What follows belongs to an exercise in optimizing a design on an open flow for small area and few clock cycles per item; a production flow would make more cautious choices.
Where RTL was checked, it was by simulation tests only, not by an equivalence proof against the original.
The RTL of runs 7 and 8 was laid out without a check of its function.
Power figures rest on the tool's default switching activity, not on a simulated workload. The flow treats the clock pin as an ideal source, which a real chip does not have.

## design/flow/config.mk

```make
export PLATFORM = sky130hd
export DESIGN_NAME = cp_insert
export DESIGN_NICKNAME = cp_insert
export VERILOG_FILES = /design/flow/design.v
export SDC_FILE = /design/flow/constraint.sdc
export NUM_CORES = 4
export LEC_CHECK = 0
export CAP_MARGIN = 0
export CORE_MARGIN = 2
export CORE_UTILIZATION = 60
export CTS_BUF_LIST = sky130_fd_sc_hd__clkbuf_16
export CTS_CLUSTER_DIAMETER = 100
export CTS_CLUSTER_SIZE = 32
export SLEW_MARGIN = 0
export SYNTH_MEMORY_MAX_BITS = 16384
```

## design/flow/constraint.sdc

```tcl
create_clock -name core_clock -period 7.0 [get_ports {clk}]
set_input_delay 1.4000 -clock core_clock [delete_from_list [all_inputs] [get_ports {clk}]]
set_output_delay 1.4000 -clock core_clock [all_outputs]
set_load 0.01 [all_outputs]
```

## design/flow/design.v

```verilog
package ofdm_pkg;
  localparam int N_FFT    = 64;
  localparam int LOG2_N   = 6;
  localparam int CP_LEN   = 16;
  localparam int SAMPLE_W = 32;
  typedef enum logic [1:0] {
    IDLE = 2'd0,
    PFX  = 2'd1,
    BODY = 2'd2
  } rd_state_e;
endpackage
module cp_ram
#(
   parameter int WIDTH = 32,
   parameter int N     = 64
) (
   input  logic             clk,
   input  logic [N/4-1:0]   ins,      
   input  logic [WIDTH-1:0] wd,
   input  logic [3:0]       tap,      
   output logic [WIDTH-1:0] rd
);
   logic [WIDTH-1:0] ring [N];
   logic [WIDTH-1:0] wd_n;
   assign wd_n = ~wd;
   always_ff @(posedge clk) begin
      for (int p = 0; p < N; p++) begin
         if (p % 4 == 1) ring[p] <= ins[p / 4] ? (((p / 4) % 2 == 0) ? wd_n : wd)
                                               : ~ring[(p + N - 1) % N];
         else            ring[p] <= ring[(p + N - 1) % N];
      end
   end
   assign rd = ({WIDTH{tap[0]}} & ring[0])     | ({WIDTH{tap[1]}} & ring[N / 4]) |
               ({WIDTH{tap[2]}} & ring[N / 2]) | ({WIDTH{tap[3]}} & ring[3 * N / 4]);
endmodule
module cp_insert
#(
   parameter int WIDTH = 32,
   parameter int N     = 64,
   parameter int B     = 6,
   parameter int CP    = 16
) (
   input  logic             clk,
   input  logic             rst,
   input  logic             ena_in,
   input  logic [WIDTH-1:0] dat_in,
   output logic             in_rdy,
   output logic             val_out,
   output logic             sym_sta,
   output logic [WIDTH-1:0] dat_out
);
   if (N != 64 || B != 6 || CP != 16) begin : g_bad_par
      $error("cp_insert: this implementation is built for N = 64, B = 6, CP = 16");
   end
   logic [B-1:0] ph, ph_nxt;
   logic [B-1:0] wa, wa_nxt;
   logic [B-1:0] wpos;
   logic         full, full_nxt;
   logic         act, act_nxt;
   logic         body, body_nxt;
   logic [1:0]   tsel, tsel_nxt;
   logic [3:0]   toh, toh_nxt;
   logic [B-1:0] ra;
   logic         free, rdy, acc, last_in, last_pfx, last_out, start;
   logic [N/4-1:0] ins;
   assign ra = {ph[5:4] - tsel, ph[3:0]};
   assign wpos = ph + B'(1) - wa;
   assign free = !full || (act && body && wa <= ra);
   assign rdy  = (wpos[1:0] == 2'b01) && free;
   assign acc  = ena_in && rdy;
   always_comb begin
      ins = '0;
      if (acc) ins[wpos[B-1:2]] = 1'b1;
   end
   assign last_in  = acc && (wa == B'(N - 1));
   assign last_pfx = act && !body && (ph[3:0] == 4'hf);
   assign last_out = act && body && (ra == B'(N - 1));
   assign wa_nxt   = acc ? wa + B'(1) : wa;
   assign full_nxt = last_in || (full && !last_out);
   assign ph_nxt   = (!full_nxt && wa_nxt == '0) ? '0 : ph + B'(1);
   assign start    = full_nxt && (!act || last_out) && (ph_nxt[3:0] == 4'h0);
   always_comb begin
      act_nxt  = act;
      body_nxt = body;
      tsel_nxt = tsel;
      toh_nxt  = toh;
      if (start) begin
         act_nxt  = 1'b1;
         body_nxt = 1'b0;
         tsel_nxt = ph_nxt[5:4] + 2'd1;
         toh_nxt  = 4'b0001 << (ph_nxt[5:4] + 2'd1);
      end else begin
         if (last_pfx) body_nxt = 1'b1;
         if (last_out) act_nxt  = 1'b0;
      end
   end
   always_ff @(posedge clk or negedge rst) begin
      if (!rst) begin
         ph   <= '0;
         wa   <= '0;
         full <= 1'b0;
         act  <= 1'b0;
      end else begin
         ph   <= ph_nxt;
         wa   <= wa_nxt;
         full <= full_nxt;
         act  <= act_nxt;
      end
   end
   always_ff @(posedge clk) begin
      body <= body_nxt;
      tsel <= tsel_nxt;
      toh  <= toh_nxt;
   end
   cp_ram #(
      .WIDTH (WIDTH),
      .N     (N)
   ) u_ram (
      .clk (clk),
      .ins (ins),
      .wd  (dat_in),
      .tap (toh),
      .rd  (dat_out)
   );
   assign in_rdy  = rdy;
   assign val_out = act;
   assign sym_sta = act && !body && (ph[3:0] == 4'h0);
endmodule
```

## design/flow/flow/run.sh

```bash
#!/bin/bash
set -e
export BUFFER_PORTS_ARGS="-buffer_cell sky130_fd_sc_hd__buf_1"
export CTS_ARGS="-sink_clustering_enable -repair_clock_nets -sink_clustering_size 32 -sink_clustering_max_diameter 100 -buf_list sky130_fd_sc_hd__clkbuf_16 -dont_use_dummy_load"
bash standard.sh > standard.log 2>&1
```

## design/flow/standard.sh

```bash
#!/bin/bash
# synth_recipe.tcl (not shown) runs the flow's synth.tcl, then flattens the netlist and writes it again
# the make line also repeats each setting of config.mk as NAME=value (left out here)
make -C /OpenROAD-flow-scripts/flow DESIGN_CONFIG=/design/flow/config.mk WORK_HOME=/design/flow/orfs CLKGATE_MAP_FILE= SYNTH_SCRIPT=/design/flow/synth_recipe.tcl "${@:-finish}"
```

==> flow_summary.json, run 1 <==
{
  "status": "finished clean",
  "count_of_flip_flops_with_a_built_in_enable_after_synthesis": 6,
  "cts_max_level": 3,
  "global_route.usage.total_pct": 19.3,
  "drcViolationCount": 0,
  "grt_pass1_wl_um": 123000,
  "grt_pass1_vias": 20861,
  "antenna_cells_inserted": 0,
  "die-height_um": 289,
  "boundaryPins": 70,
  "io_buffer_count": 69,
  "syn_inst": 3225,
  "chipWidth_um": 289,
  "synth_fp_nets": 3277,
  "avgRoutedWirePerCell_um": 18.7,
  "worstHoldPathType": "reg2reg",
  "cts_sinks": 2069,
  "setup-tns-final_ps": 0,
  "drt-pass1-iter-count": 5,
  "rows": 104,
  "syn_to_final_growth_pct": 6.05,
  "timing.max_cap.violations": 0,
  "cts_made_buffers": 74,
  "fraction_of_layout_cells_with_a_size_suffix_above_1_pct": 3.63,
  "detailroute.via_count": 20939,
  "synthDistinctLibCells": 57,
  "worst_ep_arrival_time_ps": 5570,
  "fin_clk_skew_ps": 33.2,
  "clockBufferDepth": 3,
  "cts_repair_resize_count": 0,
  "synth-seq-area-share_pct": 85.0,
  "hold_viol": 0,
  "crit_path_start_kind": "flip-flop",
  "finalCritPeriodShare_pct": 71.5,
  "drt_iter0_markers": 1154,
  "syn_area_um2": 48900,
  "globalRouteOverflowTotal": 0,
  "initial_utilization_pct": 60.7,
  "sort_of_element_at_the_end_of_the_critical_path": "flip-flop",
  "timing_worst_slew_pin_value_ps": 1310,
  "final_count_of_negative_setup_slack_endpoints": 0,
  "cts_tree": "built",
  "fin_nets": 3279,
  "syn-mean-instance-area_um2": 15.2,
  "detailedPlace.worstSlack_ps": 2040,
  "antenna_found_initial": 0,
  "fin_ws_ps": 1990,
  "drt-vias-per-instance": 4.89,
  "static-leakage-power_nw": 21.7,
  "grt_start_max_net_pins": 65,
  "max_slew_margin_pct": 12.6,
  "final-max-slew-violation-count": 0,
  "critPathSlowestCell": "nor2_4",
  "synth_top_flop_cell": "dfxtp_1",
  "critPathRequiredTime_ps": 7560,
  "clkSlewWorstSetupHoldPaths_ps": 110,
  "fp.dieArea_um2": 83800,
  "ctsHoldBuffers": 0,
  "post_drt_antenna_nets": 0,
  "max_clk_rate_mhz": 200,
  "design.core.area_um2": 80500,
  "clock_latency_ps": 650,
  "flip_flop_and_latch_count_after_synthesis": 2069,
  "detail_route.wirelength_um": 80100,
  "critical_path.n_buffers_inverters": 2,
  "gp_congestion": 0.761,
  "pwr_density_cell_nw_per_um2": 494,
  "biggest_fanout_along_the_worst_timing_path": 23,
  "async_flop_share_pct": 0.677,
  "timing.critical_path.max_delay_family": "XOR/XNOR gates",
  "cts_setup_buffers": 0,
  "rsz0062_at_grt": "no",
  "place_hpwl_um": 42600,
  "ir_worst_vdd_mv": 0.585,
  "worstSetupPathType": "reg2reg",
  "critical_path.max_stage_delay_ps": 1040,
  "period_needed_ps": 5010,
  "clockRootBuffer": "clkbuf_16",
  "timing.critical_path.cells": "ha_1 > nand3_1 > xnor2_1 > inv_1 > ha_1 > a21o_1 > a31oi_4 > xnor2_2 > xnor2_2 > nor2_4 > buf_4 > mux2i_1",
  "ys_warnings": 3
}
-- cells in the mapped netlist (all sizes together), types with 15 or more instances --
library cell	instances	area, um^2
a21oi	235	1180
a22oi	64	480
a2bb2oi	33	289
buf	52	332
clkbuf	108	407
dfxtp	2049	41000
ha	16	200
inv	15	56.3
mux2i	256	2560
nand2	47	176
nor2	236	896
xnor2	15	139
-- final cells by class --
class                   count  area [um^2]
flip-flops and latches   2069        41500
fillers                  5842        28700
multi-input cells         981         6660
clock buffers              74         1850
well taps                1060         1330
repair buffers             86          387
inverters                  15         56.3
-- stage by stage --
| step | total power, W | hold WS, ps | area [um^2] | std cells | utilization, % |
|---|---|---|---|---|---|
| detailed placement | 0.0208 | 312 | 50000 | 4211 | 62.1 |
| global placement | 0.0206 | 309 | 50000 | 4211 | 62.1 |
| CTS | 0.0259 | 311 | 51800 | 4285 | 64.4 |
| finish | 0.0256 | 305 | 51800 | 4285 | 64.4 |
| floorplan | 0.0191 | 310 | 48900 | 3225 | - |
| global route | 0.0269 | 312 | 51800 | 4285 | 64.4 |
-- layout by cell type (no fill, tap or decap), types with 14 or more instances in the layout --
master and n:
buf_1 69, a22oi_1 64, a2bb2oi_1 33, a21oi_1 233
inv_1 15, buf_4 17, nand2_1 46, dfrtp_1 14
clkbuf_16 74, ha_1 16, mux2i_1 256, dfxtp_1 2049
nor2_1 234
-- metal layers --
layer	share of wire, %	GRT usage (%)	vias to the layer above
met3	3.0	2.44	98
met2	44	30.0	240
met4	1.9	4.55	0
li1	-	-	10359
met1	51	29.0	10242
met5	0	0	-
-- worst reg2reg max path, stage by stage (launching register included) --
cell	delay [ps]
dfrtp_1	490
ha_1	260
nand3_1	160
xnor2_1	400
inv_1	170
ha_1	460
a21o_1	220
a31oi_4	70
xnor2_2	790
xnor2_2	260
nor2_4	1040
buf_4	420
mux2i_1	210
-- flip-flops by register name, indices dropped and copies added, names as in the netlist --
signal / cells
ph: 6
wa: 6
full: 1
act: 1
body: 1
toh: 4
u_ram.ring: 2048
tsel: 2
-- worst paths after layout --
kind | slack [ps] | from | depth (start not counted) | endpoint
hold reg to reg | 310 | u_ram.ring[2][1] | 0 | u_ram.ring[3][1]
setup reg to reg | 1990 | ph[0] | 12 | u_ram.ring[17][15]
max in group asynchronous | 5730 | rst | 1 | wa[5]
setup / recovery | 1990 | ph[0] | 12 | u_ram.ring[17][15]
hold / removal | 310 | u_ram.ring[2][1] | 0 | u_ram.ring[3][1]
min in group asynchronous | 800 | rst | 1 | wa[3]
-- power breakdown --
group          internal [W]  switching, W
logic               0.00143       0.00270
registers            0.0154      0.000971
clock network       0.00192       0.00316
total                0.0188       0.00682
-- kinds of logic after synthesis --
group / Yosys count / share of synthesized area (%)
AND/OR/NAND/NOR: 335 / 2.88
adder cells (fa/ha/maj): 17 / 0.451
multiplexers: 256 / 5.24
buffers and inverters: 175 / 1.63
XOR/XNOR: 20 / 0.420
flip-flops: 2069 / 85.0
AO/OA/AOI/OAI: 353 / 4.36
Testbench counts, summed over its fixed seeds: cycles 15,872, symbols 192.
==> run 2: changes to the inputs <==
--- a/design/flow/config.mk
+++ b/design/flow/config.mk
@@ -7,7 +7,7 @@
 export LEC_CHECK = 0
 export CAP_MARGIN = 0
 export CORE_MARGIN = 2
-export CORE_UTILIZATION = 60
+export CORE_UTILIZATION = 75
 export CTS_BUF_LIST = sky130_fd_sc_hd__clkbuf_16
 export CTS_CLUSTER_DIAMETER = 100
 export CTS_CLUSTER_SIZE = 32
==> flow_summary.json, run 2 <==
{
  "grt_start_max_net_pins": 65,
  "detail_route.wirelength_um": 82400,
  "final_count_of_negative_setup_slack_endpoints": 0,
  "globalRouteOverflowTotal": 0,
  "largest_reg_flops": 2048,
  "fraction_of_layout_cells_with_a_size_suffix_above_1_pct": 3.63,
  "cts_max_level": 3,
  "max_slew_margin_pct": 19.0,
  "critical_path.n_buffers_inverters": 2,
  "place_hpwl_um": 43800,
  "rows": 93,
  "syn_to_final_growth_pct": 5.56,
  "most_common_cell_after_layout_fill_and_taps_aside": "dfxtp_1",
  "ys_warnings": 3,
  "timing.max_cap.violations": 0,
  "path_common_cell": "ha_1",
  "static-leakage-power_nw": 21.7,
  "pwr_density_cell_nw_per_um2": 498,
  "timing.critical_path.max_delay_family": "XOR/XNOR gates",
  "comb_power_share_pct": 16.2,
  "synth_top_flop_cell": "dfxtp_1",
  "cts_setup_buffers": 0,
  "syn_inst": 3225,
  "critPathRequiredTime_ps": 7570,
  "synth_top_cells_by_count": "dfxtp_1, mux2i_1, nor2_1, a21oi_1, clkbuf_1",
  "synth_top_cell_by_area": "dfxtp_1",
  "hold_viol": 0,
  "netlist_top_cells_area": "dfxtp_1, mux2i_1, a21oi_1",
  "detailroute.via_count": 21314,
  "timing.critical_path.cells": "ha_1 > xnor2_1 > inv_1 > ha_1 > a21oi_1 > o21ai_2 > xnor2_1 > ha_1 > xnor2_2 > nor3_1 > a21oi_4 > buf_4 > mux2i_1",
  "critPathSlowestCell": "a21oi_4",
  "cts_tree": "built",
  "sort_of_element_at_the_end_of_the_critical_path": "flip-flop",
  "drt-vias-per-instance": 5.22,
  "drt_iter0_markers": 1246,
  "top_register": "u_ram.ring",
  "p_int_w": 0.0188,
  "layout.cells.most_common_list": "dfxtp_1, mux2i_1, nor2_1",
  "worstHoldPathType": "reg2reg",
  "io_buffer_count": 69,
  "share_seq_of_total_power_pct": 64.2,
  "die-height_um": 259,
  "count_of_flip_flops_with_a_built_in_enable_after_synthesis": 6,
  "period_needed_ps": 5190,
  "power.switching_fraction_pct": 27.0,
  "gp_congestion": 0.806,
  "avgRoutedWirePerCell_um": 20.2,
  "syn_area_um2": 48900,
  "clock_power_share_pct": 19.6,
  "design.core.area_um2": 64500,
  "crit_path_start_kind": "flip-flop",
  "final_util_pct": 80.0,
  "post_drt_antenna_nets": 0,
  "fin_clk_skew_ps": 52.6,
  "drcViolationCount": 0,
  "synth-seq-area-share_pct": 85.0,
  "flip_flop_and_latch_count_after_synthesis": 2069,
  "ctsHoldBuffers": 0,
  "initial_utilization_pct": 75.8,
  "antenna_found_initial": 2,
  "setup-tns-final_ps": 0,
  "rsz0062_at_grt": "no",
  "status": "finished clean",
  "total_switching_power_w": 0.00694,
  "critical_path.max_stage_delay_ps": 1000,
  "fp.dieArea_um2": 67200,
  "worst_hold_path_stage_count": 0,
  "worst_ep_arrival_time_ps": 5760,
  "global_route.usage.total_pct": 24.9,
  "chipWidth_um": 259,
  "synthDistinctLibCells": 57,
  "drt-pass1-iter-count": 5,
  "holdWs_ps": 300,
  "finalCritPeriodShare_pct": 74.1,
  "synth_fp_nets": 3277,
  "cts_sinks": 2069,
  "clkSlewWorstSetupHoldPaths_ps": 110,
  "biggest_fanout_along_the_worst_timing_path": 18,
  "timing_worst_slew_pin_value_ps": 1210,
  "grt_pass1_wl_um": 127000,
  "final-max-slew-violation-count": 0,
  "antenna_cells_inserted": 0,
  "synth_top_cell_area_share_pct": 83.9,
  "boundaryPins": 70,
  "grt_pass1_vias": 21818,
  "max_clk_rate_mhz": 193,
  "cts_made_buffers": 74,
  "worst-r2r-cell-count": 13,
  "cts_repair_resize_count": 0,
  "clock_latency_ps": 660,
  "reg_top3": "u_ram.ring (2048), ph (6), wa (6)",
  "critical_path_cell_count": 13,
  "async_flop_share_pct": 0.677,
  "syn-mean-instance-area_um2": 15.2,
  "ir_worst_vdd_mv": 0.533,
  "worstSetupPathType": "reg2reg",
  "fin_nets": 3279,
  "yosysMostFrequentCell": "dfxtp_1",
  "clockRootBuffer": "clkbuf_16",
  "clockBufferDepth": 3
}
## run 2: cell counts after synthesis
No cell type changed its count.
## run 2: metrics by stage
step / cell area [um^2] / power, W / cells / setup slack (ps)
final: 51600 / 0.0257 / 4080 / 1810
after global routing: 51600 / 0.0268 / 4080 / 1560
after CTS: 51600 / 0.0258 / 4080 / 1830
after detailed placement: 49700 / 0.0208 / 4006 / 1890
after global placement: 49700 / 0.0205 / 4006 / 2060
after floorplan: 48900 / 0.0191 / 3225 / 3680
## run 2: metal layers
| layer | vias up | wire length (um) | track usage [%] |
|---|---|---|---|
| met5 | - | 25 | 0 |
| li1 | 10358 | - | - |
| met4 | 4 | 1630 | 5.97 |
| met3 | 109 | 2410 | 3.09 |
| met1 | 10550 | 39900 | 36.3 |
| met2 | 293 | 38400 | 40.3 |
## run 2: cells by family after synthesis
kind of cell / share of synthesized area [%]
mux: 5.24
fa+ha+maj: 0.451
xor+xnor: 0.420
buf+inv: 1.63
simple gates: 2.88
compound gates: 4.36
flops: 85.0
## run 2: final timing paths
kind / end / start / slack, ps
max: u_ram.ring[33][8] / ph[0] / 1810
max reg2reg: u_ram.ring[33][8] / ph[0] / 1810
min in group asynchronous: wa[4] / rst / 820
max in group asynchronous: wa[3] / rst / 5690
min reg2reg: u_ram.ring[14][6] / u_ram.ring[13][6] / 300
min: u_ram.ring[14][6] / u_ram.ring[13][6] / 300
## run 2: final cells by class
cell class	count	area (um^2)
Multi-Input combinational cell	981	6660
Fill cell	3577	12900
Timing Repair Buffer	86	399
Tap cell	855	1070
Clock buffer	74	1850
Sequential cell	2069	41500
Inverter	15	56.3
## run 2: power by group through the flow
stage	Combinational (W)	Sequential [W]	Clock, W
finish	0.00416	0.0165	0.00505
global route	0.00449	0.0168	0.00552
global placement	0.00393	0.0166	0
floorplan	0.00288	0.0163	0
detailed placement	0.00413	0.0167	0
CTS	0.00418	0.0165	0.00513
==> run 3: changes to the inputs <==
==> design/flow/flow/run.sh (replaced) <==
#!/bin/bash
set -e
export BUFFER_PORTS_ARGS="-buffer_cell sky130_fd_sc_hd__buf_1"
export CTS_ARGS="-sink_clustering_enable -repair_clock_nets -sink_clustering_size 36 -sink_clustering_max_diameter 100 -buf_list sky130_fd_sc_hd__clkbuf_16 -dont_use_dummy_load"
bash standard.sh > standard.log 2>&1
--- a/design/flow/config.mk
+++ b/design/flow/config.mk
@@ -7,9 +7,9 @@
 export LEC_CHECK = 0
 export CAP_MARGIN = 0
 export CORE_MARGIN = 2
-export CORE_UTILIZATION = 75
+export CORE_UTILIZATION = 60
 export CTS_BUF_LIST = sky130_fd_sc_hd__clkbuf_16
 export CTS_CLUSTER_DIAMETER = 100
-export CTS_CLUSTER_SIZE = 32
+export CTS_CLUSTER_SIZE = 36
 export SLEW_MARGIN = 0
 export SYNTH_MEMORY_MAX_BITS = 16384
==> flow_summary.json, run 3 <==
{
  "clkSlewWorstSetupHoldPaths_ps": 120,
  "initial_utilization_pct": 60.7,
  "fraction_of_layout_cells_with_a_size_suffix_above_1_pct": 3.42,
  "flip_flop_and_latch_count_after_synthesis": 2069,
  "cts_sinks": 2069,
  "grt_pass1_vias": 20823,
  "max_slew_margin_pct": 13.5,
  "cts_max_level": 3,
  "largest_reg_flops": 2048,
  "avgRoutedWirePerCell_um": 18.7,
  "synth_top_cell_area_share_pct": 83.9,
  "biggest_fanout_along_the_worst_timing_path": 23,
  "gp_congestion": 0.761,
  "syn_inst": 3225,
  "grt_start_max_net_pins": 65,
  "rr_endpoint": "u_ram.ring[17][3]",
  "netlist_top_cells_area": "dfxtp_1, mux2i_1, a21oi_1",
  "pwr_density_cell_nw_per_um2": 492,
  "rows": 104,
  "period_needed_ps": 5000,
  "synth_top_flop_cell": "dfxtp_1",
  "worst-r2r-cell-count": 12,
  "global_route.usage.total_pct": 19.2,
  "syn_to_final_growth_pct": 5.70,
  "worstSetupPathType": "reg2reg",
  "chipWidth_um": 289,
  "drcViolationCount": 0,
  "reg_top3": "u_ram.ring (2048), ph (6), wa (6)",
  "die-height_um": 289,
  "clockRootBuffer": "clkbuf_16",
  "drt_iter0_markers": 1124,
  "final_count_of_negative_setup_slack_endpoints": 0,
  "synthDistinctLibCells": 57,
  "synth-seq-area-share_pct": 85.0,
  "timing.rr.start": "ph[0]",
  "hold_viol": 0,
  "synth_top_cells_by_count": "dfxtp_1, mux2i_1, nor2_1, a21oi_1, clkbuf_1",
  "cts_setup_buffers": 0,
  "clock_latency_ps": 640,
  "fill_cells": 5864,
  "max_clk_rate_mhz": 200,
  "yosysMostFrequentCell": "dfxtp_1",
  "boundaryPins": 70,
  "worstHoldStart": "u_ram.ring[58][6]",
  "synth_top_cell_by_area": "dfxtp_1",
  "detail_route.wirelength_um": 80000,
  "final_design_area_no_fill_um2": 51700,
  "top_register": "u_ram.ring",
  "postPlaceCellArea_um2": 50000,
  "grt_pass1_wl_um": 123000,
  "syn_area_um2": 48900,
  "static-leakage-power_nw": 21.6,
  "rsz0062_at_grt": "no",
  "worst-r2r-setup-slack_ps": 2000,
  "final_util_pct": 64.1,
  "fp.dieArea_um2": 83800,
  "count_of_flip_flops_with_a_built_in_enable_after_synthesis": 6,
  "async_flop_share_pct": 0.677,
  "globalRouteOverflowTotal": 0,
  "antenna_found_initial": 0,
  "sort_of_element_at_the_end_of_the_critical_path": "flip-flop",
  "timing.hold.worst_endpoint": "u_ram.ring[59][6]",
  "ys_warnings": 3,
  "detailroute.via_count": 20944,
  "worst_ep_arrival_time_ps": 5570,
  "fin_clk_skew_ps": 41.1,
  "cts_made_buffers": 67,
  "worstHoldPathType": "reg2reg",
  "ctsHoldBuffers": 0,
  "layout.cells.most_common_list": "dfxtp_1, mux2i_1, nor2_1",
  "place_hpwl_um": 42600,
  "timing_worst_slew_pin_value_ps": 1290,
  "drt-pass1-iter-count": 6,
  "ir_worst_vdd_mv": 0.583,
  "syn-mean-instance-area_um2": 15.2,
  "fin_nets": 3272,
  "most_common_cell_after_layout_fill_and_taps_aside": "dfxtp_1",
  "post_drt_antenna_nets": 0,
  "finalCritPeriodShare_pct": 71.4,
  "status": "finished clean",
  "critical_path.max_stage_delay_ps": 1040,
  "synth_fp_nets": 3277,
  "drt-vias-per-instance": 4.89,
  "timing.max_cap.violations": 0,
  "io_buffer_count": 69,
  "crit_path_start_kind": "flip-flop",
  "cts_repair_resize_count": 0,
  "critPathRequiredTime_ps": 7570,
  "worst_hold_path_stage_count": 0,
  "final-max-slew-violation-count": 0,
  "design.core.area_um2": 80500,
  "timing.critical_path.cells": "ha_1 > nand3_1 > xnor2_1 > inv_1 > ha_1 > a21o_1 > a31oi_4 > xnor2_2 > xnor2_2 > nor2_4 > buf_4 > mux2i_1",
  "cts_tree": "built",
  "setup-tns-final_ps": 0,
  "clockBufferDepth": 3,
  "critPathSlowestCell": "nor2_4"
}
-- run 3: routing by layer --
layer / wire length [um] / part of all wire [%] / GRT usage, %
met5: 0 / 0 / 0
met4: 1420 / 1.8 / 4.42
met3: 2120 / 2.7 / 2.26
met2: 35400 / 44 / 30.0
met1: 41100 / 51 / 28.8
-- run 3: cell families after synthesis --
| kind of cell | share of synthesized area (%) |
|---|---|
| xor gates and xnor gates | 0.420 |
| adders and majority gates | 0.451 |
| AOI/OAI and AO/OA | 4.36 |
| and+or+nand+nor | 2.88 |
| buffers and inverters | 1.63 |
| muxes | 5.24 |
| DFF | 85.0 |
-- run 3: worst max-delay path by stage --
stage                               endpoint  slack, ps   from
after floorplan           u_ram.ring[33][10]       3680  ph[0]
after global placement    u_ram.ring[17][17]       2210  ph[0]
after detailed placement   u_ram.ring[17][3]       2040  ph[0]
after CTS                 u_ram.ring[17][15]       2020  ph[0]
after global routing       u_ram.ring[17][3]       1690  ph[0]
final                      u_ram.ring[17][3]       2000  ph[0]
-- run 3: area by class of cell --
cell class,count,area [um^2],area share [%]
Multi-Input combinational cell,981,6660,12.9
Inverter,15,56.3,0.109
Tap cell,1060,1330,2.57
Sequential cell,2069,41500,80.4
Antenna cell,1,2.50,0.00484
Timing Repair Buffer,86,387,0.748
Clock buffer,67,1680,3.25
-- run 3: critical path, delay by kind of cell (launching register included) --
| family | cells | cell delay [ps] |
|---|---|---|
| XOR/XNOR | 3 | 1460 |
| AND/OR/NAND/NOR | 2 | 1200 |
| adder cells (fa/ha/maj) | 2 | 720 |
| buffers and inverters | 2 | 560 |
| flip-flops | 1 | 500 |
| AO/OA/AOI/OAI | 2 | 270 |
| multiplexers | 1 | 220 |
-- run 3: stage by stage --
stage | cells | setup slack, ps | hold slack, ps | total power (W)
after detailed placement | 4211 | 2040 | 312 | 0.0208
after global routing | 4278 | 1690 | 288 | 0.0267
after CTS | 4278 | 2020 | 289 | 0.0257
after global placement | 4211 | 2210 | 309 | 0.0206
after floorplan | 3225 | 3680 | 310 | 0.0191
final | 4279 | 2000 | 289 | 0.0254
-- run 3: where the power goes --
| part | switching, W | internal (W) |
|---|---|---|
| sequential | 0.000971 | 0.0154 |
| combinational | 0.00270 | 0.00143 |
| clock | 0.00311 | 0.00176 |
==> run 4: changes to the inputs <==
==> design/flow/flow/run.sh (replaced) <==
#!/bin/bash
set -e
export BUFFER_PORTS_ARGS="-buffer_cell sky130_fd_sc_hd__buf_1"
bash standard.sh > standard.log 2>&1
==> design/flow/config.mk (replaced) <==
export PLATFORM = sky130hd
export DESIGN_NAME = cp_insert
export DESIGN_NICKNAME = cp_insert
export VERILOG_FILES = /design/flow/design.v
export SDC_FILE = /design/flow/constraint.sdc
export NUM_CORES = 4
export LEC_CHECK = 0
export CAP_MARGIN = 20
export CORE_MARGIN = 2
export CORE_UTILIZATION = 60
export CTS_BUF_LIST = sky130_fd_sc_hd__clkbuf_16
export CTS_CLUSTER_DIAMETER = 70
export CTS_CLUSTER_SIZE = 32
export SLEW_MARGIN = 20
export SYNTH_MEMORY_MAX_BITS = 16384
==> flow_summary.json, run 4 <==
{
  "fp.dieArea_um2": 83800,
  "ir_worst_vdd_mv": 0.601,
  "avgRoutedWirePerCell_um": 18.7,
  "drt-pass1-iter-count": 4,
  "placedCellCount": 4212,
  "synth_top_cells_by_count": "dfxtp_1, mux2i_1, nor2_1, a21oi_1, clkbuf_1",
  "dominant_combinational_cell_family_by_area_after_synthesis": "multiplexers",
  "max_slew_margin_pct": 26.6,
  "synth_area_in_compound_gates_pct": 4.36,
  "synth_top_cell_area_share_pct": 83.9,
  "detailroute.via_count": 20990,
  "layout.cells.most_common_list": "dfxtp_1, mux2i_1, nor2_1",
  "worstSetupPathType": "reg2reg",
  "largest_reg_flops": 2048,
  "timing_worst_slew_pin_value_ps": 1100,
  "crit_path_start_kind": "flip-flop",
  "antenna_cells_inserted": 0,
  "drt_iter0_markers": 1010,
  "post_synth_fa_ha_maj_area_fraction_pct": 0.451,
  "critPathRequiredTime_ps": 7570,
  "io_buffer_count": 69,
  "timing.max_cap.violations": 0,
  "holdWs_ps": 315,
  "cts_tree": "built",
  "hold_viol": 0,
  "max_clk_rate_mhz": 214,
  "cts_made_buffers": 75,
  "place_hpwl_um": 42900,
  "antenna_found_initial": 0,
  "initial_utilization_pct": 60.7,
  "worstHoldPathType": "reg2reg",
  "biggest_fanout_along_the_worst_timing_path": 19,
  "synth_top_flop_cell": "dfxtp_1",
  "flip_flop_and_latch_count_after_synthesis": 2069,
  "fin_clk_skew_ps": 22.8,
  "worst_ep_arrival_time_ps": 5240,
  "pwr_density_cell_nw_per_um2": 496,
  "clock_latency_ps": 640,
  "synthDistinctLibCells": 57,
  "boundaryPins": 70,
  "detail_route.wirelength_um": 80300,
  "ctsHoldBuffers": 0,
  "syn_area_um2": 48900,
  "post_synth_mux_area_share_pct": 5.24,
  "globalRouteOverflowTotal": 0,
  "synth-seq-area-share_pct": 85.0,
  "rsz0062_at_grt": "no",
  "syn-mean-instance-area_um2": 15.2,
  "clockRootBuffer": "clkbuf_16",
  "area_share_of_and_or_nand_nor_cells_after_synthesis_pct": 2.88,
  "cts_repair_resize_count": 0,
  "gp_congestion": 0.761,
  "global_route.usage.total_pct": 19.3,
  "grt_pass1_vias": 20930,
  "post_drt_antenna_nets": 0,
  "chipWidth_um": 289,
  "reg_top3": "u_ram.ring (2048), ph (6), wa (6)",
  "drcViolationCount": 0,
  "rows": 104,
  "detailedPlace.worstSlack_ps": 2270,
  "cts_max_level": 3,
  "setup-tns-final_ps": 0,
  "cts_setup_buffers": 0,
  "final-max-slew-violation-count": 0,
  "syn_to_final_growth_pct": 6.68,
  "clockBufferDepth": 3,
  "async_flop_share_pct": 0.677,
  "fraction_of_layout_cells_with_a_size_suffix_above_1_pct": 4.04,
  "yosys.area_share.xor_xnor_pct": 0.420,
  "post-layout-total-power_w": 0.0259,
  "yosysMostFrequentCell": "dfxtp_1",
  "drt-vias-per-instance": 4.88,
  "fin_nets": 3285,
  "sort_of_element_at_the_end_of_the_critical_path": "flip-flop",
  "cts_sinks": 2069,
  "synth_top_cell_by_area": "dfxtp_1",
  "status": "finished clean",
  "fin_ws_ps": 2320,
  "finalCritPeriodShare_pct": 66.8,
  "final_cells": 4302,
  "top_register": "u_ram.ring",
  "synth_fp_nets": 3277,
  "grt_pass1_wl_um": 123000,
  "final_count_of_negative_setup_slack_endpoints": 0,
  "period_needed_ps": 4680,
  "static-leakage-power_nw": 21.9,
  "grt_start_max_net_pins": 65,
  "design.core.area_um2": 80500,
  "netlist_top_cells_area": "dfxtp_1, mux2i_1, a21oi_1",
  "clkSlewWorstSetupHoldPaths_ps": 110,
  "syn_inst": 3225,
  "die-height_um": 289,
  "ys_warnings": 3,
  "most_common_cell_after_layout_fill_and_taps_aside": "dfxtp_1",
  "count_of_flip_flops_with_a_built_in_enable_after_synthesis": 6
}
-- run 4: cell counts after synthesis --
Identical to the previous run, type by type.
-- run 4: critical path: stages, from the launching register on --
cell and delay, ps:
dfrtp_1 490, ha_1 260, nand3_1 160, xnor2_1 400, inv_1 160, ha_1 410, a21o_1 250, a31oi_4 230
xor2_2 420, xnor2_1 260, nor2_4 680, buf_4 570, mux2i_1 250
-- run 4: metal layers --
layer | global-route usage [%] | vias up | part of all wire, %
met2 | 30.3 | 210 | 44
li1 | - | 10390 | -
met5 | 0 | - | 0
met1 | 28.9 | 10285 | 51
met3 | 2.24 | 105 | 2.5
met4 | 4.66 | 0 | 2.1
-- run 4: cell families after synthesis --
group | Yosys count
flip-flops | 2069
AO/OA/AOI/OAI | 353
AND/OR/NAND/NOR | 335
multiplexers | 256
buffers and inverters | 175
XOR/XNOR | 20
adder cells (fa/ha/maj) | 17
-- run 4: layout make-up --
class / count / area, um^2
clock buffers: 79 / 1980
multi-input cells: 981 / 6660
flip-flops and latches: 2069 / 41500
well taps: 1060 / 1330
clock inverters: 7 / 63.8
fillers: 5794 / 28400
inverters: 15 / 56.3
repair buffers: 91 / 502
-- run 4: path summary, 6_finish.rpt --
path	startpoint	endpoint	slack, ps	cells past startpoint
max	ph[0]	u_ram.ring[49][15]	2320	12
max reg2reg	ph[0]	u_ram.ring[49][15]	2320	12
min in group asynchronous	rst	wa[2]	800	1
max in group asynchronous	rst	ph[5]	5730	1
min reg2reg	u_ram.ring[42][6]	u_ram.ring[43][6]	310	0
min	u_ram.ring[42][6]	u_ram.ring[43][6]	310	0
-- run 4: stage by stage --
step | utilization, % | area [um^2]
after floorplan | - | 48900
after global placement | 62.1 | 50000
after detailed placement | 62.1 | 50000
after CTS | 64.6 | 52000
after global routing | 64.7 | 52100
final | 64.7 | 52100
-- run 4: power breakdown --
part	internal [W]	leakage, nW	switching [W]	total (W)
clock	0.00207	1.01	0.00322	0.00529
sequential	0.0154	17.4	0.000967	0.0164
combinational	0.00147	3.42	0.00271	0.00419
total	0.0190	21.9	0.00691	0.0259
==> run 5: changes to the inputs <==
==> design/flow/flow/run.sh (replaced) <==
#!/bin/bash
set -e
export BUFFER_PORTS_ARGS="-buffer_cell sky130_fd_sc_hd__buf_1"
export CTS_ARGS="-sink_clustering_enable -repair_clock_nets -sink_clustering_size 34 -sink_clustering_max_diameter 100 -buf_list {sky130_fd_sc_hd__clkbuf_8 sky130_fd_sc_hd__clkbuf_16} -dont_use_dummy_load"
bash standard.sh > standard.log 2>&1
==> design/flow/config.mk (replaced) <==
export PLATFORM = sky130hd
export DESIGN_NAME = cp_insert
export DESIGN_NICKNAME = cp_insert
export VERILOG_FILES = /design/flow/design.v
export SDC_FILE = /design/flow/constraint.sdc
export NUM_CORES = 4
export LEC_CHECK = 0
export CAP_MARGIN = 0
export CORE_MARGIN = 2
export CORE_UTILIZATION = 60
export CTS_BUF_LIST = sky130_fd_sc_hd__clkbuf_8 sky130_fd_sc_hd__clkbuf_16
export CTS_CLUSTER_DIAMETER = 100
export CTS_CLUSTER_SIZE = 34
export SLEW_MARGIN = 0
export SYNTH_MEMORY_MAX_BITS = 16384
==> flow_summary.json, run 5 <==
{
  "cts_made_buffers": 71,
  "rows": 104,
  "static-leakage-power_nw": 21.7,
  "timing_worst_slew_pin_value_ps": 1300,
  "synth_top_cells_by_count": "dfxtp_1, mux2i_1, nor2_1, a21oi_1, clkbuf_1",
  "detail_route.wirelength_um": 80000,
  "syn_to_final_growth_pct": 5.90,
  "fraction_of_layout_cells_with_a_size_suffix_above_1_pct": 3.54,
  "synth_fp_nets": 3277,
  "rsz0062_at_grt": "no",
  "detailroute.via_count": 21001,
  "synth_top_cell_area_share_pct": 83.9,
  "flip_flop_and_latch_count_after_synthesis": 2069,
  "synth_top_flop_cell": "dfxtp_1",
  "biggest_fanout_along_the_worst_timing_path": 23,
  "synthDistinctLibCells": 57,
  "avgRoutedWirePerCell_um": 18.7,
  "cts_sinks": 2069,
  "critPathSlowestCell": "nor2_4",
  "critical_path.n_buffers_inverters": 2,
  "boundaryPins": 70,
  "ctsHoldBuffers": 0,
  "fin_ws_ps": 1990,
  "fin_nets": 3276,
  "status": "finished clean",
  "worst_ep_arrival_time_ps": 5580,
  "drt-vias-per-instance": 4.90,
  "timing.critical_path.cells": "ha_1 > nand3_1 > xnor2_1 > inv_1 > ha_1 > a21o_1 > a31oi_4 > xnor2_2 > xnor2_2 > nor2_4 > buf_4 > mux2i_1",
  "fin_clk_skew_ps": 70.6,
  "netlist_top_cells_area": "dfxtp_1, mux2i_1, a21oi_1",
  "period_needed_ps": 5010,
  "synth_top_cell_by_area": "dfxtp_1",
  "largest_reg_flops": 2048,
  "grt_start_max_net_pins": 65,
  "multi_input_combinational_cell_area_um2": 6660,
  "final-max-slew-violation-count": 0,
  "final_count_of_negative_setup_slack_endpoints": 0,
  "syn_inst": 3225,
  "setup.worst_path.start": "ph[0]",
  "global_route.usage.total_pct": 19.2,
  "fill_cells": 5844,
  "syn-mean-instance-area_um2": 15.2,
  "sort_of_element_at_the_end_of_the_critical_path": "flip-flop",
  "hold_viol": 0,
  "crit_path_start_kind": "flip-flop",
  "ys_warnings": 3,
  "antenna_found_initial": 0,
  "die-height_um": 289,
  "finalCritPeriodShare_pct": 71.6,
  "timing.rr.start": "ph[0]",
  "pwr_density_cell_nw_per_um2": 493,
  "max_slew_margin_pct": 12.9,
  "cts_tree": "built",
  "clockBufferDepth": 3,
  "syn_area_um2": 48900,
  "top_register": "u_ram.ring",
  "initial_utilization_pct": 60.7,
  "clockRootBuffer": "clkbuf_16",
  "critPathRequiredTime_ps": 7570,
  "critical_path.max_stage_delay_ps": 1040,
  "timing.critical_path.max_delay_family": "XOR/XNOR gates",
  "count_of_flip_flops_with_a_built_in_enable_after_synthesis": 6,
  "detailedPlace.worstSlack_ps": 2040,
  "final_cells": 4282,
  "yosysMostFrequentCell": "dfxtp_1",
  "regArea_um2": 41500,
  "reg_top3": "u_ram.ring (2048), ph (6), wa (6)",
  "max_clk_rate_mhz": 200,
  "worstHoldStart": "u_ram.ring[2][6]",
  "cts_repair_resize_count": 0,
  "drt_iter0_markers": 1218,
  "drt-pass1-iter-count": 5,
  "placedCellCount": 4211,
  "cts_max_level": 3,
  "fp.dieArea_um2": 83800,
  "post_drt_antenna_nets": 0,
  "globalRouteOverflowTotal": 0,
  "layout.cells.most_common_list": "dfxtp_1, mux2i_1, nor2_1",
  "antenna_cells_inserted": 0,
  "io_buffer_count": 69,
  "worstHoldPathType": "reg2reg",
  "grt_pass1_wl_um": 123000,
  "timing.max_cap.violations": 0,
  "gp_congestion": 0.761,
  "synth-seq-area-share_pct": 85.0,
  "cts_setup_buffers": 0,
  "async_flop_share_pct": 0.677,
  "place_hpwl_um": 42600,
  "grt_pass1_vias": 20852,
  "drcViolationCount": 0,
  "most_common_cell_after_layout_fill_and_taps_aside": "dfxtp_1",
  "holdWs_ps": 247,
  "clkSlewWorstSetupHoldPaths_ps": 110,
  "chipWidth_um": 289,
  "design.core.area_um2": 80500,
  "clock_latency_ps": 650,
  "ir_worst_vdd_mv": 0.585,
  "setup-tns-final_ps": 0,
  "worstSetupPathType": "reg2reg"
}
[run 5: cell counts after synthesis]
No cell type changed its count.
[run 5: final timing paths]
kind                                endpoint  depth (start not counted)  slack [ps]
min                         u_ram.ring[3][6]                          0         250
min reg2reg                 u_ram.ring[3][6]                          0         250
max in group asynchronous               full                          1        5730
min in group asynchronous              wa[3]                          1         800
max reg2reg                u_ram.ring[17][3]                         12        1990
max                        u_ram.ring[17][3]                         12        1990
[run 5: through the flow]
stage / total power (W) / area, um^2 / util (%)
6_report: 0.0255 / 51800 / 64.3
5_1_grt: 0.0268 / 51800 / 64.3
4_1_cts: 0.0258 / 51800 / 64.3
3_5_place_dp: 0.0208 / 50000 / 62.1
2_1_floorplan: 0.0191 / 48900 / -
3_3_place_gp: 0.0206 / 50000 / 62.1
[run 5: report_power, final]
group          switching (W)  internal, W  total [W]
sequential          0.000972       0.0154     0.0164
clock                0.00313      0.00185    0.00498
combinational        0.00269      0.00143    0.00412
total                0.00679       0.0187     0.0255
[run 5: routing by layer]
| metal | vias to the layer above | GRT usage [%] | share of wire [%] | wire length (um) |
|---|---|---|---|---|
| met4 | 0 | 4.97 | 2.2 | 1720 |
| met5 | - | 0 | 0 | 0 |
| li1 | 10360 | - | - | - |
| met2 | 237 | 29.9 | 44 | 35400 |
| met3 | 99 | 2.13 | 2.7 | 2130 |
| met1 | 10305 | 28.8 | 51 | 40700 |
[run 5: final cells by class]
| type | count | share of cell area, % |
|---|---|---|
| inverters | 15 | 0.109 |
| flip-flops and latches | 2069 | 80.3 |
| multi-input cells | 981 | 12.9 |
| well taps | 1060 | 2.56 |
| clock buffers | 71 | 3.43 |
| repair buffers | 86 | 0.747 |
[run 5: cells by family (layout without fill, tap and decap cells)]
family / count (synthesis) / in the layout / synth area share [%]
flops: 2069 / 2069 / 85.0
compound gates: 353 / 353 / 4.36
mux: 256 / 256 / 5.24
xor+xnor: 20 / 20 / 0.420
buf+inv: 175 / 172 / 1.63
fa+ha+maj: 17 / 17 / 0.451
simple gates: 335 / 335 / 2.88
==> run 6: changes to the inputs <==
==> design/flow/flow/run.sh (replaced) <==
#!/bin/bash
set -e
export BUFFER_PORTS_ARGS="-buffer_cell sky130_fd_sc_hd__buf_1"
export CTS_ARGS="-sink_clustering_enable -repair_clock_nets -sink_clustering_size 34 -sink_clustering_max_diameter 100 -buf_list sky130_fd_sc_hd__clkbuf_16 -dont_use_dummy_load"
bash standard.sh > standard.log 2>&1
--- a/design/flow/config.mk
+++ b/design/flow/config.mk
@@ -8,7 +8,7 @@
 export CAP_MARGIN = 0
 export CORE_MARGIN = 2
 export CORE_UTILIZATION = 60
-export CTS_BUF_LIST = sky130_fd_sc_hd__clkbuf_8 sky130_fd_sc_hd__clkbuf_16
+export CTS_BUF_LIST = sky130_fd_sc_hd__clkbuf_16
 export CTS_CLUSTER_DIAMETER = 100
 export CTS_CLUSTER_SIZE = 34
 export SLEW_MARGIN = 0
==> flow_summary.json, run 6 <==
{
  "status": "finished clean",
  "boundaryPins": 70,
  "setup-tns-final_ps": 0,
  "syn_to_final_growth_pct": 5.90,
  "clkSlewWorstSetupHoldPaths_ps": 110,
  "antenna_found_initial": 0,
  "sort_of_element_at_the_end_of_the_critical_path": "flip-flop",
  "finalCritPeriodShare_pct": 71.6,
  "timing_worst_slew_pin_value_ps": 1300,
  "detailroute.via_count": 21001,
  "final_cells": 4282,
  "period_needed_ps": 5010,
  "fin_clk_skew_ps": 70.6,
  "timing.hold.worst_endpoint": "u_ram.ring[3][6]",
  "post_drt_antenna_nets": 0,
  "drt_iter0_markers": 1218,
  "globalRouteOverflowTotal": 0,
  "max_slew_margin_pct": 12.9,
  "hold_viol": 0,
  "chipWidth_um": 289,
  "syn_inst": 3225,
  "rr_endpoint": "u_ram.ring[17][3]",
  "io_buffer_count": 69,
  "final_count_of_negative_setup_slack_endpoints": 0,
  "synth_fp_nets": 3277,
  "cts_setup_buffers": 0,
  "design.core.area_um2": 80500,
  "syn_area_um2": 48900,
  "worst-r2r-setup-slack_ps": 1990,
  "netlist_top_cells_area": "dfxtp_1, mux2i_1, a21oi_1",
  "placedCellCount": 4211,
  "drcViolationCount": 0,
  "detail_route.wirelength_um": 80000,
  "reg_top3": "u_ram.ring (2048), ph (6), wa (6)",
  "worstHoldPathType": "reg2reg",
  "multi_input_combinational_cell_area_um2": 6660,
  "static-leakage-power_nw": 21.7,
  "ys_warnings": 3,
  "fraction_of_layout_cells_with_a_size_suffix_above_1_pct": 3.54,
  "cts_made_buffers": 71,
  "synth_top_flop_cell": "dfxtp_1",
  "clock_latency_ps": 650,
  "detailroute.wirelength.met2_um": 35400,
  "wl_met3_um": 2130,
  "clockBufferDepth": 3,
  "worst-r2r-cell-count": 12,
  "cts_repair_resize_count": 0,
  "grt_start_max_net_pins": 65,
  "synth_top_cell_by_area": "dfxtp_1",
  "ctsHoldBuffers": 0,
  "fp.dieArea_um2": 83800,
  "comb_power_share_pct": 16.2,
  "max_clk_rate_mhz": 200,
  "top_layer": "met4",
  "gp_congestion": 0.761,
  "global_route.usage.total_pct": 19.2,
  "ir_worst_vdd_mv": 0.585,
  "fin_nets": 3276,
  "power.switching_fraction_pct": 26.6,
  "async_flop_share_pct": 0.677,
  "cts_tree": "built",
  "worstHoldStart": "u_ram.ring[2][6]",
  "antenna_cells_inserted": 0,
  "cts_sinks": 2069,
  "rows": 104,
  "worst_ep_arrival_time_ps": 5580,
  "regArea_um2": 41500,
  "flip_flop_and_latch_count_after_synthesis": 2069,
  "timing.rr.start": "ph[0]",
  "pwr_density_cell_nw_per_um2": 493,
  "synthDistinctLibCells": 57,
  "timing.max_cap.violations": 0,
  "worstSetupPathType": "reg2reg",
  "synth_top_cell_area_share_pct": 83.9,
  "most_common_cell_after_layout_fill_and_taps_aside": "dfxtp_1",
  "count_of_flip_flops_with_a_built_in_enable_after_synthesis": 6,
  "total_switching_power_w": 0.00679,
  "largest_reg_flops": 2048,
  "synth-seq-area-share_pct": 85.0,
  "place_hpwl_um": 42600,
  "clockRootBuffer": "clkbuf_16",
  "post-layout-total-power_w": 0.0255,
  "rsz0062_at_grt": "no",
  "crit_path_start_kind": "flip-flop",
  "avgRoutedWirePerCell_um": 18.7,
  "final-max-slew-violation-count": 0,
  "share_seq_of_total_power_pct": 64.3,
  "fill_cells": 5844,
  "drt-vias-per-instance": 4.90,
  "yosysMostFrequentCell": "dfxtp_1",
  "holdWs_ps": 247,
  "worst_hold_path_stage_count": 0,
  "routedLengthMet1_um": 40700,
  "critPathRequiredTime_ps": 7570,
  "top_register": "u_ram.ring",
  "clock_power_share_pct": 19.5,
  "die-height_um": 289,
  "initial_utilization_pct": 60.7,
  "syn-mean-instance-area_um2": 15.2,
  "grt_pass1_vias": 20852,
  "layout.cells.most_common_list": "dfxtp_1, mux2i_1, nor2_1",
  "grt_pass1_wl_um": 123000,
  "synth_top_cells_by_count": "dfxtp_1, mux2i_1, nor2_1, a21oi_1, clkbuf_1",
  "biggest_fanout_along_the_worst_timing_path": 23,
  "p_int_w": 0.0187,
  "drt-pass1-iter-count": 5,
  "cts_max_level": 3
}
run 6: logic make-up after synthesis:
family          after synthesis  synth area share [%]
mux                         256                  5.24
xor+xnor                     20                 0.420
compound gates              353                  4.36
fa+ha+maj                    17                 0.451
flops                      2069                  85.0
simple gates                335                  2.88
buf+inv                     175                  1.63
run 6: power by group through the flow:
stage	sequential, W	combinational, W	clock (W)
4_1_cts	0.0165	0.00420	0.00514
3_3_place_gp	0.0166	0.00403	0
3_5_place_dp	0.0167	0.00417	0
5_1_grt	0.0167	0.00453	0.00551
6_report	0.0164	0.00412	0.00498
2_1_floorplan	0.0163	0.00288	0
run 6: worst max path at each step:
stage | start | end | slack (ps) | cells past startpoint
2_1_floorplan | ph[0] | u_ram.ring[33][10] | 3680 | 15
6_report | ph[0] | u_ram.ring[17][3] | 1990 | 12
3_3_place_gp | ph[0] | u_ram.ring[17][17] | 2210 | 12
5_1_grt | ph[0] | u_ram.ring[17][3] | 1690 | 12
4_1_cts | ph[0] | u_ram.ring[17][1] | 2020 | 12
3_5_place_dp | ph[0] | u_ram.ring[17][3] | 2040 | 12
run 6: per-layer routing:
metal	global-route usage, %	vias up
li1	-	10360
met1	28.8	10305
met2	29.9	237
met3	2.13	99
met4	4.97	0
met5	0	-
run 6: metrics by stage:
step	cell area [um^2]	utilization, %	worst slack (ps)
4_1_cts	51800	64.3	2020
6_report	51800	64.3	1990
3_3_place_gp	50000	62.1	2210
5_1_grt	51800	64.3	1690
2_1_floorplan	48900	-	3680
3_5_place_dp	50000	62.1	2040
run 6: worst max-delay path, cell delays in order, from the launching register on:
cell and delay, ps:
dfrtp_1 490, ha_1 260, nand3_1 160, xnor2_1 400, inv_1 170, ha_1 460, a21o_1 210, a31oi_4 60
xnor2_2 800, xnor2_2 250, nor2_4 1040, buf_4 390, mux2i_1 210
run 6: layout make-up:
class / instances / share of cell area [%]
Sequential cell: 2069 / 80.3
Multi-Input combinational cell: 981 / 12.9
Clock buffer: 71 / 3.43
Tap cell: 1060 / 2.56
Timing Repair Buffer: 86 / 0.747
Inverter: 15 / 0.109
==> run 7: changes to the inputs <==
--- a/design/flow/design.v
+++ b/design/flow/design.v
@@ -58,12 +58,13 @@
    logic         full, full_nxt;
    logic         act, act_nxt;
    logic         body, body_nxt;
-   logic [1:0]   tsel, tsel_nxt;
+   logic [1:0]   tsel;
    logic [3:0]   toh, toh_nxt;
    logic [B-1:0] ra;
    logic         free, rdy, acc, last_in, last_pfx, last_out, start;
    logic [N/4-1:0] ins;
-   assign ra = {ph[5:4] - tsel, ph[3:0]};
+   assign tsel = {toh[3] | toh[2], toh[3] | toh[1]};
+   assign ra   = {ph[5:4] - tsel, ph[3:0]};
    assign wpos = ph + B'(1) - wa;
    assign free = !full || (act && body && wa <= ra);
    assign rdy  = (wpos[1:0] == 2'b01) && free;
@@ -82,12 +83,10 @@
    always_comb begin
       act_nxt  = act;
       body_nxt = body;
-      tsel_nxt = tsel;
       toh_nxt  = toh;
       if (start) begin
          act_nxt  = 1'b1;
          body_nxt = 1'b0;
-         tsel_nxt = ph_nxt[5:4] + 2'd1;
          toh_nxt  = 4'b0001 << (ph_nxt[5:4] + 2'd1);
       end else begin
          if (last_pfx) body_nxt = 1'b1;
@@ -109,7 +108,6 @@
    end
    always_ff @(posedge clk) begin
       body <= body_nxt;
-      tsel <= tsel_nxt;
       toh  <= toh_nxt;
    end
    cp_ram #(
--- a/design/flow/config.mk
+++ b/design/flow/config.mk
@@ -11,5 +11,7 @@
 export CTS_BUF_LIST = sky130_fd_sc_hd__clkbuf_16
 export CTS_CLUSTER_DIAMETER = 100
 export CTS_CLUSTER_SIZE = 34
+export GPL_ROUTABILITY_DRIVEN = 0
+export GPL_TIMING_DRIVEN = 0
 export SLEW_MARGIN = 0
 export SYNTH_MEMORY_MAX_BITS = 16384
==> flow_summary.json, run 7 <==
{
  "gr-usage-met3_pct": 3.11,
  "synth_top_cell_area_share_pct": 84.0,
  "status": "finished clean",
  "io_buffer_count": 69,
  "flip_flop_and_latch_count_after_synthesis": 2067,
  "rows": 104,
  "final-max-slew-violation-count": 0,
  "cts_sinks": 2067,
  "setup-tns-final_ps": 0,
  "path_common_cell": "ha_1",
  "sort_of_element_at_the_end_of_the_critical_path": "flip-flop",
  "initial_utilization_pct": 60.7,
  "final_count_of_negative_setup_slack_endpoints": 0,
  "syn_inst": 3185,
  "clockRootBuffer": "clkbuf_16",
  "cts_setup_buffers": 0,
  "cts_repair_resize_count": 0,
  "clock_latency_ps": 660,
  "grt_util_met1_pct": 31.3,
  "grt_start_max_net_pins": 35,
  "timing.max_cap.violations": 0,
  "detail_route.wirelength_um": 89600,
  "drt-pass1-iter-count": 5,
  "synth-seq-area-share_pct": 84.9,
  "timing_worst_slew_pin_value_ps": 1270,
  "synth_top_cells_by_count": "dfxtp_1, mux2i_1, nor2_1, a21oi_1, clkbuf_1",
  "die-height_um": 289,
  "globalRouteOverflowTotal": 0,
  "ctsHoldBuffers": 0,
  "cts_tree": "built",
  "postPlaceCellArea_um2": 50400,
  "fill_cells": 5908,
  "gr-max-usage-layer": "met2",
  "comb_power_share_pct": 8.4,
  "period_needed_ps": 5550,
  "boundaryPins": 70,
  "max_slew_margin_pct": 15.0,
  "cts_max_level": 3,
  "worstHoldPathType": "reg2reg",
  "ir_worst_vdd_mv": 0.289,
  "largest_reg_flops": 2048,
  "clock_power_share_pct": 21.7,
  "reg_top3": "u_ram.ring (2048), ph (6), wa (6)",
  "most_common_cell_after_layout_fill_and_taps_aside": "dfxtp_1",
  "share_seq_of_total_power_pct": 69.9,
  "synth_top_cell_by_area": "dfxtp_1",
  "grt_pass1_vias": 21601,
  "worst-r2r-setup-slack_ps": 1450,
  "critPathRequiredTime_ps": 7470,
  "fin_nets": 3378,
  "detailroute.via_count": 21537,
  "chipWidth_um": 289,
  "async_flop_share_pct": 0.677,
  "yosysMostFrequentCell": "dfxtp_1",
  "synth_top_flop_cell": "dfxtp_1",
  "avgRoutedWirePerCell_um": 20.4,
  "global_route.usage.total_pct": 21.6,
  "layout.cells.most_common_list": "dfxtp_1, mux2i_1, nor2_1",
  "timing.critical_path.max_delay_family": "adder cells",
  "final_design_area_no_fill_um2": 52200,
  "critical_path.max_stage_delay_ps": 840,
  "p_int_w": 0.0176,
  "syn_area_um2": 48900,
  "drt_iter0_markers": 1354,
  "finalCritPeriodShare_pct": 79.3,
  "biggest_fanout_along_the_worst_timing_path": 10,
  "power.switching_fraction_pct": 23.0,
  "place_hpwl_um": 55100,
  "clkSlewWorstSetupHoldPaths_ps": 120,
  "fp.dieArea_um2": 83700,
  "holdWs_ps": 309,
  "ys_warnings": 3,
  "syn-mean-instance-area_um2": 15.3,
  "drcViolationCount": 0,
  "drt-vias-per-instance": 4.91,
  "worstSetupPathType": "reg2reg",
  "fraction_of_layout_cells_with_a_size_suffix_above_1_pct": 3.85,
  "crit_path_start_kind": "flip-flop",
  "timing.critical_path.cells": "inv_1 > ha_1 > fa_1 > xor2_1 > inv_2 > ha_1 > xnor3_1 > a2111oi_4 > nand3_1 > clkbuf_1 > nor2_1 > a21oi_1",
  "fin_clk_skew_ps": 35.3,
  "grt_pass1_wl_um": 134000,
  "synthDistinctLibCells": 52,
  "hold_viol": 0,
  "critical_path.n_buffers_inverters": 3,
  "max_clk_rate_mhz": 180,
  "netlist_top_cells_area": "dfxtp_1, mux2i_1, a21oi_1",
  "grt_util_met2_pct": 34.3,
  "final_util_pct": 64.8,
  "rsz0062_at_grt": "no",
  "post_drt_antenna_nets": 0,
  "static-leakage-power_nw": 20.9,
  "total_switching_power_w": 0.00527,
  "design.core.area_um2": 80500,
  "synth_fp_nets": 3237,
  "count_of_flip_flops_with_a_built_in_enable_after_synthesis": 4,
  "syn_to_final_growth_pct": 6.84,
  "cts_made_buffers": 70,
  "critPathSlowestCell": "nand3_1",
  "worst_ep_arrival_time_ps": 6020,
  "antenna_found_initial": 6,
  "pwr_density_cell_nw_per_um2": 438,
  "clockBufferDepth": 3,
  "top_register": "u_ram.ring"
}
[run 7: final cells by class]
| class | count | area, um^2 | area share (%) |
|---|---|---|---|
| diodes | 1 | 2.50 | 0.00479 |
| plain buffers | 120 | 534 | 1.02 |
| clock buffers | 70 | 1750 | 3.36 |
| inverters | 52 | 195 | 0.374 |
| multi-input cells | 946 | 6640 | 12.7 |
| flip-flops and latches | 2067 | 41500 | 79.5 |
| well taps | 1060 | 1330 | 2.54 |
| repair buffers | 69 | 259 | 0.496 |
[run 7: per-stage QoR]
step	std cells	setup slack (ps)	total power (W)
global route	4384	1230	0.0239
finish	4385	1450	0.0229
CTS	4384	1610	0.0231
floorplan	3185	3330	0.0171
detailed placement	4314	1730	0.0182
global placement	4314	1790	0.0180
[run 7: per-layer routing]
metal  routed length, um  share of wire [%]
met2               40700                 45
met4                1980                2.2
met5                  66              0.074
met1               43600                 49
met3                3220                3.6
[run 7: worst paths after layout]
path,end,depth (start not counted),start
setup / recovery,u_ram.ring[61][21],12,ph[0]
hold / removal,u_ram.ring[40][7],0,u_ram.ring[39][7]
setup reg to reg,u_ram.ring[61][21],12,ph[0]
hold reg to reg,u_ram.ring[40][7],0,u_ram.ring[39][7]
max in group asynchronous,act,1,rst
min in group asynchronous,wa[0],1,rst
[run 7: power by group through the flow]
stage	Combinational [W]	Sequential (W)	Clock, W
2_1_floorplan	0.00128	0.0158	0
3_3_place_gp	0.00188	0.0161	0
3_5_place_dp	0.00193	0.0162	0
4_1_cts	0.00195	0.0160	0.00510
5_1_grt	0.00212	0.0163	0.00548
6_report	0.00193	0.0160	0.00497
[run 7: cell families after synthesis]
| kind of cell | share of synthesized area, % |
|---|---|
| AO/OA/AOI/OAI | 3.47 |
| flip-flops | 84.9 |
| XOR/XNOR | 0.502 |
| adder cells (fa/ha/maj) | 0.451 |
| AND/OR/NAND/NOR | 2.58 |
| buffers and inverters | 1.49 |
| multiplexers | 6.58 |
[run 7: worst register-to-register path: cells and delay by family (launching register included)]
kind            cells  cell delay [ps]
compound gates      2              540
flops               1              520
simple gates        2             1090
buf+inv             3             1060
fa+ha+maj           3             1150
xor+xnor            2             1010
==> run 8: changes to the inputs <==
--- a/design/flow/config.mk
+++ b/design/flow/config.mk
@@ -11,7 +11,5 @@
 export CTS_BUF_LIST = sky130_fd_sc_hd__clkbuf_16
 export CTS_CLUSTER_DIAMETER = 100
 export CTS_CLUSTER_SIZE = 34
-export GPL_ROUTABILITY_DRIVEN = 0
-export GPL_TIMING_DRIVEN = 0
 export SLEW_MARGIN = 0
 export SYNTH_MEMORY_MAX_BITS = 16384
==> flow_summary.json, run 8 <==
{
  "status": "finished clean",
  "syn_area_um2": 48900,
  "path_common_cell": "ha_1",
  "worstSetupPathType": "reg2reg",
  "syn-mean-instance-area_um2": 15.3,
  "ir_worst_vdd_mv": 0.298,
  "timing.hold.worst_endpoint": "u_ram.ring[59][5]",
  "final_count_of_negative_setup_slack_endpoints": 0,
  "synth_top_cell_area_share_pct": 84.0,
  "place_hpwl_um": 44700,
  "post_drt_antenna_nets": 0,
  "fp.dieArea_um2": 83700,
  "synth_top_cells_by_count": "dfxtp_1, mux2i_1, nor2_1, a21oi_1, clkbuf_1",
  "design.core.area_um2": 80500,
  "critical_path.max_stage_delay_ps": 910,
  "clockBufferDepth": 3,
  "sort_of_element_at_the_end_of_the_critical_path": "flip-flop",
  "clockRootBuffer": "clkbuf_16",
  "ctsHoldBuffers": 0,
  "syn_inst": 3185,
  "worst_hold_path_stage_count": 0,
  "synth-seq-area-share_pct": 84.9,
  "syn_to_final_growth_pct": 6.28,
  "max_slew_margin_pct": 23.6,
  "grt_pass1_wl_um": 126000,
  "cts_made_buffers": 70,
  "fin_nets": 3279,
  "synth_top_flop_cell": "dfxtp_1",
  "die-height_um": 289,
  "synthDistinctLibCells": 52,
  "avgRoutedWirePerCell_um": 19.2,
  "cts_setup_buffers": 0,
  "timing_worst_slew_pin_value_ps": 1150,
  "largest_reg_flops": 2048,
  "gp_congestion": 0.780,
  "setup-tns-final_ps": 0,
  "worstHoldPathType": "reg2reg",
  "reg_top3": "u_ram.ring (2048), ph (6), wa (6)",
  "cts_sinks": 2067,
  "drt-vias-per-instance": 4.85,
  "timing.critical_path.cells": "inv_1 > ha_1 > fa_1 > xor2_1 > inv_2 > ha_1 > xnor3_1 > a2111oi_4 > nand3_4 > nor2_1 > a21oi_1",
  "detail_route.wirelength_um": 82500,
  "static-leakage-power_nw": 20.7,
  "worst-r2r-setup-slack_ps": 1670,
  "final-max-slew-violation-count": 0,
  "timing.rr.start": "ph[0]",
  "grt_pass1_vias": 21058,
  "global_route.usage.total_pct": 19.8,
  "pwr_density_cell_nw_per_um2": 441,
  "antenna_cells_inserted": 0,
  "antenna_found_initial": 0,
  "timing.max_cap.violations": 0,
  "top_register": "u_ram.ring",
  "timing.critical_path.max_delay_family": "simple AND/OR/NAND/NOR gates",
  "fin_clk_skew_ps": 42.3,
  "boundaryPins": 70,
  "crit_path_start_kind": "flip-flop",
  "async_flop_share_pct": 0.677,
  "flip_flop_and_latch_count_after_synthesis": 2067,
  "critPathRequiredTime_ps": 7470,
  "placedCellCount": 4215,
  "period_needed_ps": 5330,
  "rr_endpoint": "u_ram.ring[1][19]",
  "biggest_fanout_along_the_worst_timing_path": 64,
  "worst-r2r-cell-count": 11,
  "layout.cells.most_common_list": "dfxtp_1, mux2i_1, nor2_1",
  "fraction_of_layout_cells_with_a_size_suffix_above_1_pct": 3.69,
  "critPathSlowestCell": "nand3_4",
  "cts_max_level": 3,
  "clkSlewWorstSetupHoldPaths_ps": 120,
  "io_buffer_count": 69,
  "most_common_cell_after_layout_fill_and_taps_aside": "dfxtp_1",
  "drt_iter0_markers": 1101,
  "critical_path.n_buffers_inverters": 2,
  "clock_latency_ps": 640,
  "max_clk_rate_mhz": 188,
  "hold_viol": 0,
  "rsz0062_at_grt": "no",
  "globalRouteOverflowTotal": 0,
  "synth_fp_nets": 3237,
  "synth_top_cell_by_area": "dfxtp_1",
  "worst_ep_arrival_time_ps": 5800,
  "initial_utilization_pct": 60.7,
  "finalCritPeriodShare_pct": 76.1,
  "drt-pass1-iter-count": 5,
  "cts_repair_resize_count": 0,
  "final_cells": 4285,
  "cts_tree": "built",
  "count_of_flip_flops_with_a_built_in_enable_after_synthesis": 4,
  "worstHoldStart": "u_ram.ring[58][5]",
  "yosysMostFrequentCell": "dfxtp_1",
  "rows": 104,
  "grt_start_max_net_pins": 65,
  "netlist_top_cells_area": "dfxtp_1, mux2i_1, a21oi_1",
  "ys_warnings": 3,
  "drcViolationCount": 0,
  "chipWidth_um": 289,
  "detailroute.via_count": 20783
}
run 8: cell families (layout without fill, tap and decap cells):
group | count (synthesis) | in the layout | share of synthesized area [%]
buffers and inverters | 172 | 212 | 1.49
AND/OR/NAND/NOR | 300 | 300 | 2.58
XOR/XNOR | 23 | 23 | 0.502
AO/OA/AOI/OAI | 285 | 285 | 3.47
flip-flops | 2067 | 2067 | 84.9
multiplexers | 321 | 321 | 6.58
adder cells (fa/ha/maj) | 17 | 17 | 0.451
run 8: worst max-delay path by stage:
| stage | start | endpoint | slack (ps) | cells after the start |
|---|---|---|---|---|
| 2_1_floorplan | ph[0] | u_ram.ring[29][10] | 3330 | 12 |
| 3_3_place_gp | ph[0] | u_ram.ring[1][17] | 1990 | 11 |
| 3_5_place_dp | ph[0] | u_ram.ring[1][24] | 1660 | 11 |
| 4_1_cts | ph[0] | u_ram.ring[1][19] | 1670 | 11 |
| 5_1_grt | ph[0] | u_ram.ring[1][19] | 1370 | 11 |
| 6_report | ph[0] | u_ram.ring[1][19] | 1670 | 11 |
run 8: area by class of cell:
class / instances / area, um^2
fillers: 5891 / 28600
well taps: 1060 / 1330
clock buffers: 70 / 1750
repair buffers: 90 / 417
multi-input cells: 946 / 6740
inverters: 52 / 195
flip-flops and latches: 2067 / 41500
run 8: per-stage QoR:
step	area (um^2)	setup slack (ps)	util, %	hold WS, ps	total power (W)
2_1_floorplan	48900	3330	-	310	0.0171
3_5_place_dp	50200	1660	62.3	312	0.0182
4_1_cts	51900	1670	64.5	307	0.0231
5_1_grt	51900	1370	64.5	315	0.0240
6_report	51900	1670	64.5	296	0.0229
3_3_place_gp	50200	1990	62.3	310	0.0181
run 8: where the power goes:
| part | total [W] | internal (W) | switching, W |
|---|---|---|---|
| Clock | 0.00497 | 0.00183 | 0.00314 |
| Combinational | 0.00192 | 0.000714 | 0.00121 |
| Sequential | 0.0160 | 0.0151 | 0.000940 |
run 8: routing by layer:
layer | up-vias | part of all wire [%] | wire length [um] | track usage, %
met5 | - | 0 | 0 | 0
met4 | 0 | 2.0 | 1680 | 4.78
met3 | 101 | 2.9 | 2390 | 2.76
met2 | 247 | 45 | 37100 | 31.5
met1 | 10154 | 50 | 41300 | 29.0
li1 | 10281 | - | - | -

==> port drivers added, routing unchanged <==
Ports are ideal in the flow. The routed layouts listed here were re-timed in OpenROAD.
Step 1, drivers: a clkbuf_16 drives clk and a buf_2 each remaining input, both assumed.
Step 2 times the ports against the registers' clock, not the clock port: input delays grow and output delays shrink by t, the midpoint of the rising clock arrivals with the driver on.
Three values: no drivers, after step 1, after step 2; two values: the first two.
| run | t, ns | setup WS [ns] | worst register clock-pin slew, ns | cell pins on the clock port's net |
|---|---|---|---|---|
| run 1 | 0.690 | 1.992 / 1.992 / 1.992 | 0.11 / 0.11 | 1 |
| run 2 | 0.699 | 1.810 / 1.810 / 1.810 | 0.12 / 0.12 | 1 |
| run 3 | 0.693 | 1.999 / 1.999 / 1.999 | 0.12 / 0.12 | 1 |
| run 4 | 0.699 | 2.324 / 2.324 / 2.324 | 0.11 / 0.11 | 1 |
| run 5 | 0.681 | 1.990 / 1.990 / 1.990 | 0.12 / 0.12 | 1 |
| run 6 | 0.681 | 1.990 / 1.990 / 1.990 | 0.12 / 0.12 | 1 |
| run 7 | 0.704 | 1.452 / 1.452 / 1.452 | 0.12 / 0.12 | 1 |
| run 8 | 0.686 | 1.670 / 1.670 / 1.670 | 0.12 / 0.12 | 1 |
After both steps setup and hold are still met in every run listed.
